What follows belongs to an exercise in optimizing a design on an open flow for small area; a production flow would make more cautious choices. Function was checked by simulation only, so behaviour that the tests miss may differ from the original. Power is estimated from default activity; no workload was simulated.

== run 1 ==
Design muldiv_unit, start of the top module:
module muldiv_unit #(
    parameter int XLEN  = 64,
    parameter int CNT_W = 7
) (
    input  logic            clk,
    input  logic            reset,
    input  logic            start,
    input  logic [2:0]      funct3,
    input  logic [XLEN-1:0] op_a,
    input  logic [XLEN-1:0] op_b,
    input  logic            kill,
    output logic            busy,
    output logic            done,
    output logic [XLEN-1:0] result
);
Size: about 630 cells after synthesis.
==> flow/config.mk <==
export PLATFORM = sky130hd
export DESIGN_NAME = muldiv_unit
export DESIGN_NICKNAME = muldiv_unit
export VERILOG_FILES = /design/flow/design.v
export SDC_FILE = /design/flow/constraint.sdc
export NUM_CORES = 4
export LEC_CHECK = 0
export CAP_MARGIN = 20
export CORE_MARGIN = 2
export CORE_UTILIZATION = 40
export SLEW_MARGIN = 20
export SYNTH_HIERARCHICAL = 1
==> flow/constraint.sdc <==
create_clock -name core_clock -period 6.0 [get_ports {clk}]
set_input_delay 1.2000 -clock core_clock [delete_from_list [all_inputs] [get_ports {clk}]]
set_output_delay 1.2000 -clock core_clock [all_outputs]
set_load 0.01 [all_outputs]
standard.sh (not shown) runs the stock make flow with config.mk's settings and CLKGATE_MAP_FILE= SYNTH_SCRIPT=/design/flow/synth_recipe.tcl, a recipe that flattens the netlist after the stock synthesis.
==> flow/flow/run.sh <==
#!/bin/bash
set -e
export BUFFER_PORTS_ARGS="-buffer_cell sky130_fd_sc_hd__buf_1"
export PRE_FLOORPLAN_TCL="$PWD/flow/downsize.tcl"
export CTS_ARGS="-sink_clustering_enable -repair_clock_nets -sink_clustering_size 12 -sink_clustering_max_diameter 40 -buf_list sky130_fd_sc_hd__clkbuf_4 -dont_use_dummy_load"
bash standard.sh > standard.log 2>&1
==> flow/flow/downsize.tcl <==
# Area recovery before floorplanning: every combinational cell that synthesis
# mapped to a drive strength above 1 is swapped for the same function at drive
# strength 1. Later timing repair sizes cells back up where timing needs it.
set n_swapped 0
foreach inst [[ord::get_db_block] getInsts] {
  set master [[$inst getMaster] getName]
  if { ![regexp {^(sky130_fd_sc_hd__[a-z0-9]+)_([0-9]+)$} $master -> base drive] } { continue }
  if { $drive <= 1 } { continue }
  if { [regexp {__(df|edf|sdf|dl|tap|fill|decap|conb|clk)} $master] } { continue }
  set target ${base}_1
  if { [llength [get_lib_cells -quiet */$target]] == 0 } { continue }
  replace_cell [$inst getName] $target
  incr n_swapped
}
puts "downsize: swapped $n_swapped cells to drive strength 1"
Run 1 reached the end of the flow, and the finished layout is clean on the timing, design-rule and antenna checks.
[inputs] run 2 vs run 1
==> flow/flow/run.sh <==
#!/bin/bash
set -e
export BUFFER_PORTS_ARGS="-buffer_cell sky130_fd_sc_hd__buf_1"
export PRE_FLOORPLAN_TCL="$PWD/flow/downsize.tcl"
export CTS_ARGS="-sink_clustering_enable -repair_clock_nets -sink_clustering_size 20 -sink_clustering_max_diameter 45 -buf_list sky130_fd_sc_hd__clkbuf_8 -dont_use_dummy_load"
bash standard.sh > standard.log 2>&1
### Flow results
The global routing usage on met3 reported for run 2 is smaller than that of run 1 by 0.42 points.
Compared with run 1, in run 2 combinational power share now sits lower, global routing usage summed across all routing layers now sits at about the same level, first-pass GRT wire length now sits at about the same level, sequential share of cell area now sits lower.
STATUS final critical delay including setup and external delays: run 2 loses against run 1
From run 1 to run 2 the numbers moved as follows: final worst slack down 0.024 ns; proportion of power drawn by the clock network up 2.9 points.
Relative to run 2, the following input files were edited for run 3:
- swapping 40 for 50 in CORE_UTILIZATION
==> flow/flow/run.sh <==
#!/bin/bash
set -e
export BUFFER_PORTS_ARGS="-buffer_cell sky130_fd_sc_hd__buf_1"
export PRE_FLOORPLAN_TCL="$PWD/flow/downsize.tcl"
export CTS_ARGS="-sink_clustering_enable -repair_clock_nets -sink_clustering_size 10 -sink_clustering_max_diameter 40 -buf_list sky130_fd_sc_hd__clkbuf_4 -dont_use_dummy_load"
bash standard.sh > standard.log 2>&1
[summary]
- Looking only at number of global-route vias before repair, and setting everything else aside, the lower value of run 2 and run 3 goes to run 3.
- NOTE: final cycle utilization of the critical path in run 3 falls short of that of run 2
- In the flow results for run 2 and run 3, the core utilization is larger on run 3.
- Shortest clock period the worst path allows after layout ends up higher on run 2.
- Total global-route track usage, run 2 and run 3: lower on run 2
- The higher number of buffers inserted during clock tree synthesis of run 2 and run 3 is in run 3.
#### Input delta (run 4 over run 3)
- changing CORE_UTILIZATION from 50 to 40
==> flow/flow/run.sh <==
#!/bin/bash
set -e
export BUFFER_PORTS_ARGS="-buffer_cell sky130_fd_sc_hd__buf_1"
export PRE_FLOORPLAN_TCL="$PWD/flow/downsize.tcl"
export CTS_ARGS="-sink_clustering_enable -repair_clock_nets -sink_clustering_size 6 -sink_clustering_max_diameter 30 -buf_list sky130_fd_sc_hd__clkbuf_2 -dont_use_dummy_load"
bash standard.sh > standard.log 2>&1
==> notes.md <==
Run 3 → run 4: first-pass GRT wire length +about 8%; clock-buffer cell count +17; mean number of vias per cell -4.9%.
Between run 4 and run 3, it is run 4 whose number of levels in the clock H-tree is higher, by 1.
The detailed-route wire length per cell of run 4 exceeds that of run 3 by 2.4%.
Run 3 ran to completion and came out clean on the timing, design-rule and antenna checks.
The final layout from run 4, which completed every stage, passed the timing, design-rule and antenna checks at the end of the flow.
Run 4 ended with more final instance area than run 3.
Diff run 3 -> run 4: global-route usage shows a reduction of 2.3 points, sequential cell count shows no meaningful change.

Another version of the RTL of muldiv_unit (not shown whole).
Size: roughly 610 cells after synthesis.
Design muldiv_unit, start of the top module:
module muldiv_unit #(
    parameter int XLEN  = 64,
    parameter int CNT_W = 7
) (
    input  logic            clk,
    input  logic            reset,
    input  logic            start,
    input  logic [2:0]      funct3,
    input  logic [XLEN-1:0] op_a,
    input  logic [XLEN-1:0] op_b,
    input  logic            kill,
    output logic            busy,
    output logic            done,
    output logic [XLEN-1:0] result
);
    localparam int W    = 5;
    localparam int N    = 13;
    localparam int L    = W * N;        
    localparam int DG_W = 4;
    logic             run;              
    logic [CNT_W-1:0] ps;               
    logic [DG_W-1:0]  dg;               
    logic             isdiv, hsel;      
    logic [L-1:0]     qc, bc, pc;       
    logic [L-1:0]     qs, bs;           
    logic             rs;               
    logic             cyn;              
    logic             pm, qm;           
    logic             mb;               
    logic             an, bn;           
    logic             q63;              
    localparam logic [L-1:0] POL = {
        {W{1'b0}}, {W{1'b1}}, {W{1'b0}}, {W{1'b1}}, {W{1'b0}}, {W{1'b1}}, {W{1'b0}},
        {W{1'b1}}, {W{1'b0}}, {W{1'b1}}, {W{1'b0}}, {W{1'b1}}, {W{1'b0}}};
    assign qc = qs ^ POL;
    assign bc = bs ^ POL;
    logic accept, dfirst, dlast;
    assign accept = !run && start && !kill;
    assign dfirst = (dg == '0);
    assign dlast  = (dg == DG_W'(N-1));
    logic in_asig, in_bsig;
    assign in_asig = funct3[2] ? !funct3[0] : (funct3[1] ^ funct3[0]);
    assign in_bsig = funct3[2] ? !funct3[0] : (funct3[1:0] == 2'b01);
    logic step, first, pre, post0, post1, last_step;
    assign step      = !ps[6];
    assign first     = (ps == '0);
    assign pre       = ps[6] && ps[5];
    assign post0     = ps[6] && !ps[5] && !ps[0];
    assign post1     = ps[6] && !ps[5] && ps[0];
    assign last_step = step && (&ps[5:0]);
    assign busy   = run;
  ...
clock: 6.0 ns
lec_check: 0
abc_clock_period_in_ps: 20000
cap_margin: 20
core_margin: 2
core_utilization: 40
slew_margin: 20
synth_hierarchical: 1
==> flow/flow/run.sh <==
#!/bin/bash
set -e
export BUFFER_PORTS_ARGS="-buffer_cell sky130_fd_sc_hd__buf_1"
export PRE_FLOORPLAN_TCL="$PWD/flow/downsize.tcl"
export CTS_ARGS="-sink_clustering_enable -repair_clock_nets -sink_clustering_size 11 -sink_clustering_max_diameter 45 -buf_list sky130_fd_sc_hd__clkbuf_4 -dont_use_dummy_load"
bash standard.sh > standard.log 2>&1
Scripts as last shown in full above: flow/flow/downsize.tcl
Next try:
==> flow/flow/run.sh (replaced) <==
#!/bin/bash
set -e
export BUFFER_PORTS_ARGS="-buffer_cell sky130_fd_sc_hd__buf_1"
export PRE_FLOORPLAN_TCL="$PWD/flow/downsize.tcl"
export CTS_ARGS="-sink_clustering_enable -repair_clock_nets -sink_clustering_size 10 -sink_clustering_max_diameter 40 -buf_list sky130_fd_sc_hd__clkbuf_4 -dont_use_dummy_load"
bash standard.sh > standard.log 2>&1
Settings changed: ABC_CLOCK_PERIOD_IN_PS 20000 to default.
Via count goes up by 0.73%.
Combinational power stays flat.
Count of clock-buffer cells in the layout came out higher by 5.
Routed wire length hardly moves.
Flip-flop and latch count is unchanged.

Another version of the RTL of muldiv_unit (not shown whole).
Size: roughly 730 cells after synthesis, about 220 flip-flops, ~200 I/O pins.
==> flow/design.v (excerpt) <==
module muldiv_unit #(
    parameter int XLEN  = 64,
    parameter int CNT_W = 7
) (
    input  logic            clk,
    input  logic            reset,
    input  logic            start,
    input  logic [2:0]      funct3,
    input  logic [XLEN-1:0] op_a,
    input  logic [XLEN-1:0] op_b,
    input  logic            kill,
    output logic            busy,
    output logic            done,
    output logic [XLEN-1:0] result
);
    localparam int W    = 5;
    localparam int N    = 13;
    localparam int L    = W * N;        
    localparam int DG_W = 4;
    logic             run;              
    logic [CNT_W-1:0] ps;               
    logic [DG_W-1:0]  dg;               
    logic             isdiv, hsel;      
    logic [L-1:0]     qc, bc, pc;       
    logic [L-1:0]     qs, bs;           
    logic [L-1:0]     qc_nx, bc_nx;
    logic             rs;               
    logic             cy;               
    logic             pm, qm;           
    logic             mb;               
    logic             an, bn, bnz;      
    localparam logic [L-1:0] POL = {
        {W{1'b0}}, {W{1'b1}}, {W{1'b0}}, {W{1'b1}}, {W{1'b0}}, {W{1'b1}}, {W{1'b0}},
        {W{1'b1}}, {W{1'b0}}, {W{1'b1}}, {W{1'b0}}, {W{1'b1}}, {W{1'b0}}};
    assign qc = qs ^ POL;
    assign bc = bs ^ POL;
  ...
export LEC_CHECK = 0
export CAP_MARGIN = 20
export CORE_MARGIN = 2
export CORE_UTILIZATION = 40
export SLEW_MARGIN = 20
create_clock -name core_clock -period 6.0 [get_ports {clk}]
==> flow/flow/run.sh <==
#!/bin/bash
set -e
export BUFFER_PORTS_ARGS="-buffer_cell sky130_fd_sc_hd__buf_1"
export CTS_ARGS="-sink_clustering_enable -repair_clock_nets -sink_clustering_size 10 -sink_clustering_max_diameter 40 -buf_list sky130_fd_sc_hd__clkbuf_4 -dont_use_dummy_load"
bash standard.sh > standard.log 2>&1
Next try:
==> flow/flow/run.sh (replaced) <==
#!/bin/bash
set -e
export BUFFER_PORTS_ARGS="-buffer_cell sky130_fd_sc_hd__buf_1"
export CTS_ARGS="-sink_clustering_enable -repair_clock_nets -sink_clustering_size 15 -sink_clustering_max_diameter 50 -buf_list sky130_fd_sc_hd__clkbuf_8 -dont_use_dummy_load"
bash standard.sh > standard.log 2>&1
Outcome:
- cell count drops by 0.82%
- combinational power is about the same
- maximum frequency increases by 0.93%
- setup slack gets better by 35 ps
- final area goes up by 0.90%
- worst hold slack improves by 20 ps
- sequential share of layout area fell by 0.47 points
- register-to-register slack improved by 40 ps

muldiv_unit with an RTL version that a note above also has.
For scale: roughly 630 cells after synthesis, ~200 I/O pins.
export LEC_CHECK = 0
export CAP_MARGIN = 20
export CORE_MARGIN = 2
export CORE_UTILIZATION = 40
export SLEW_MARGIN = 20
export SYNTH_HIERARCHICAL = 1
create_clock -name core_clock -period 6.0 [get_ports {clk}]
==> flow/flow/run.sh <==
#!/bin/bash
set -e
export BUFFER_PORTS_ARGS="-buffer_cell sky130_fd_sc_hd__buf_1"
export PRE_FLOORPLAN_TCL="$PWD/flow/downsize.tcl"
export CTS_ARGS="-sink_clustering_enable -repair_clock_nets -sink_clustering_size 10 -sink_clustering_max_diameter 40 -buf_list sky130_fd_sc_hd__clkbuf_4 -dont_use_dummy_load"
bash standard.sh > standard.log 2>&1
Scripts as last shown in full above: flow/flow/downsize.tcl
The baseline passed the timing, design-rule and antenna checks.
Rerun with:
PLACE_DENSITY = 0.8   (was unset)
Outcome:
- wire length grows by 0.66%
- final area hardly moves
- power stays flat
- final cell count hardly moves
- non-clock buffer count rose by 1
- worst hold slack is better by 0.011 ns
- sequential share of layout area hardly moves
- die area does not change
- worst setup slack gains 0.23 ns
- first-iteration DRC count went down by 1.4%

Another version of the RTL of muldiv_unit (not shown whole).
For scale: roughly 610 cells after synthesis, about 200 I/O pins.
// muldiv_unit
module muldiv_unit #(
    parameter int XLEN  = 64,
    parameter int CNT_W = 7
) (
    input  logic            clk,
    input  logic            reset,
    input  logic            start,
    input  logic [2:0]      funct3,
    input  logic [XLEN-1:0] op_a,
    input  logic [XLEN-1:0] op_b,
    input  logic            kill,
    output logic            busy,
    output logic            done,
    output logic [XLEN-1:0] result
);
    localparam int W    = 5;
    localparam int N    = 13;
    localparam int L    = W * N;        
    localparam int DG_W = 4;
    logic             run;              
    logic [CNT_W-1:0] ps;               
    logic [DG_W-1:0]  dg;               
    logic             isdiv, hsel;      
    logic [L-1:0]     qc, bc, pc;       
    logic [L-1:0]     qs, bs;           
    logic             rs;               
    logic             cyn;              
    logic             pm, qm;           
    logic             mb;               
    logic             an, bn;           
    logic             q63;              
    localparam logic [L-1:0] POL = {
        {W{1'b0}}, {W{1'b1}}, {W{1'b0}}, {W{1'b1}}, {W{1'b0}}, {W{1'b1}}, {W{1'b0}},
        {W{1'b1}}, {W{1'b0}}, {W{1'b1}}, {W{1'b0}}, {W{1'b1}}, {W{1'b0}}};
    assign qc = qs ^ POL;
    assign bc = bs ^ POL;
    logic accept, dfirst, dlast;
    assign accept = !run && start && !kill;
    assign dfirst = (dg == '0);
    assign dlast  = (dg == DG_W'(N-1));
    logic in_asig, in_bsig;
    assign in_asig = funct3[2] ? !funct3[0] : (funct3[1] ^ funct3[0]);
    assign in_bsig = funct3[2] ? !funct3[0] : (funct3[1:0] == 2'b01);
    logic step, first, pre, post0, post1, last_step;
    assign step      = !ps[6];
    assign first     = (ps == '0);
    assign pre       = ps[6] && ps[5];
    assign post0     = ps[6] && !ps[5] && !ps[0];
    assign post1     = ps[6] && !ps[5] && ps[0];
    assign last_step = step && (&ps[5:0]);
    assign busy   = run;
    assign done   = run && ps[6] && !ps[5] && (isdiv ? ps[1] : ps[0]);
    assign result = pc[XLEN-1:0];
    logic [W-1:0] pe, be, qe;
    assign pe = pc[W-1:0];
    assign be = bc[W-1:0];
    assign qe = qc[W-1:0];
  ...
==> flow/config.mk <==
export PLATFORM = sky130hd
export DESIGN_NAME = muldiv_unit
export DESIGN_NICKNAME = muldiv_unit
export VERILOG_FILES = /design/flow/design.v
export SDC_FILE = /design/flow/constraint.sdc
export NUM_CORES = 4
export LEC_CHECK = 0
export CAP_MARGIN = 20
export CORE_MARGIN = 2
export CORE_UTILIZATION = 40
export SLEW_MARGIN = 20
export SYNTH_HIERARCHICAL = 1
==> flow/constraint.sdc <==
create_clock -name core_clock -period 6.0 [get_ports {clk}]
set_input_delay 1.2000 -clock core_clock [delete_from_list [all_inputs] [get_ports {clk}]]
set_output_delay 1.2000 -clock core_clock [all_outputs]
set_load 0.01 [all_outputs]
==> flow/flow/run.sh <==
#!/bin/bash
set -e
export BUFFER_PORTS_ARGS="-buffer_cell sky130_fd_sc_hd__buf_1"
export PRE_FLOORPLAN_TCL="$PWD/flow/downsize.tcl"
export CTS_ARGS="-sink_clustering_enable -repair_clock_nets -sink_clustering_size 11 -sink_clustering_max_diameter 45 -buf_list sky130_fd_sc_hd__clkbuf_4 -dont_use_dummy_load"
bash standard.sh > standard.log 2>&1
Scripts as last shown in full above: flow/flow/downsize.tcl
==> next run, changes <==
Settings changed: CAP_MARGIN 20 to 0, SLEW_MARGIN 20 to 0.
Effect: Count of clock-buffer cells in the layout does not change; routed wire length is about the same; core utilization barely changes; flip-flop and latch count does not change; setup slack improves by 0.027 ns; cell count does not change.

what the ideal ports hide:
No port has a modelled driver above. Below, the same layouts with a new extraction and two added sets of constraints. Step 1 sets driving cells, clkbuf_16 on the clock port and buf_2 on the other inputs (assumed; they add their load-dependent delay and slew). Step 2 moves the port delays by t, midway between the first and last clock arrival at a register: inputs arrive t later, outputs are due t later. That takes back most of the time a late clock gives input paths. a / b / c = no drivers / after step 1 / after step 2; a / b = the first two.
run	t (ns)	setup slack, ns	worst setup path at the end	slew at the worst register clock pin (ns)
run 1	0.650	0.962 / 0.962 / 0.962	register to register	0.11 / 0.11
run 2	0.537	0.937 / 0.937 / 0.937	register to register	0.10 / 0.10
run 3	0.637	1.069 / 1.069 / 1.069	register to register	0.10 / 0.10
run 4	0.720	1.000 / 1.000 / 1.000	register to register	0.11 / 0.11
the first run of note 2	0.631	1.314 / 1.314 / 1.314	register to register	0.12 / 0.12
the second run of note 2	0.665	1.365 / 1.365 / 1.365	register to register	0.10 / 0.10
the first run of note 3	0.660	2.209 / 2.209 / 2.209	register to register	0.11 / 0.11
the second run of note 3	0.534	2.244 / 2.244 / 2.244	register to register	0.09 / 0.09
the first run of note 4	0.649	0.981 / 0.981 / 0.981	register to register	0.10 / 0.10
the second run of note 4	0.649	1.207 / 1.207 / 1.207	register to register	0.10 / 0.10
the first run of note 5	0.631	1.314 / 1.314 / 1.314	register to register	0.12 / 0.12
the second run of note 5	0.631	1.341 / 1.341 / 1.341	register to register	0.12 / 0.12
After both steps every run listed still meets setup and hold.
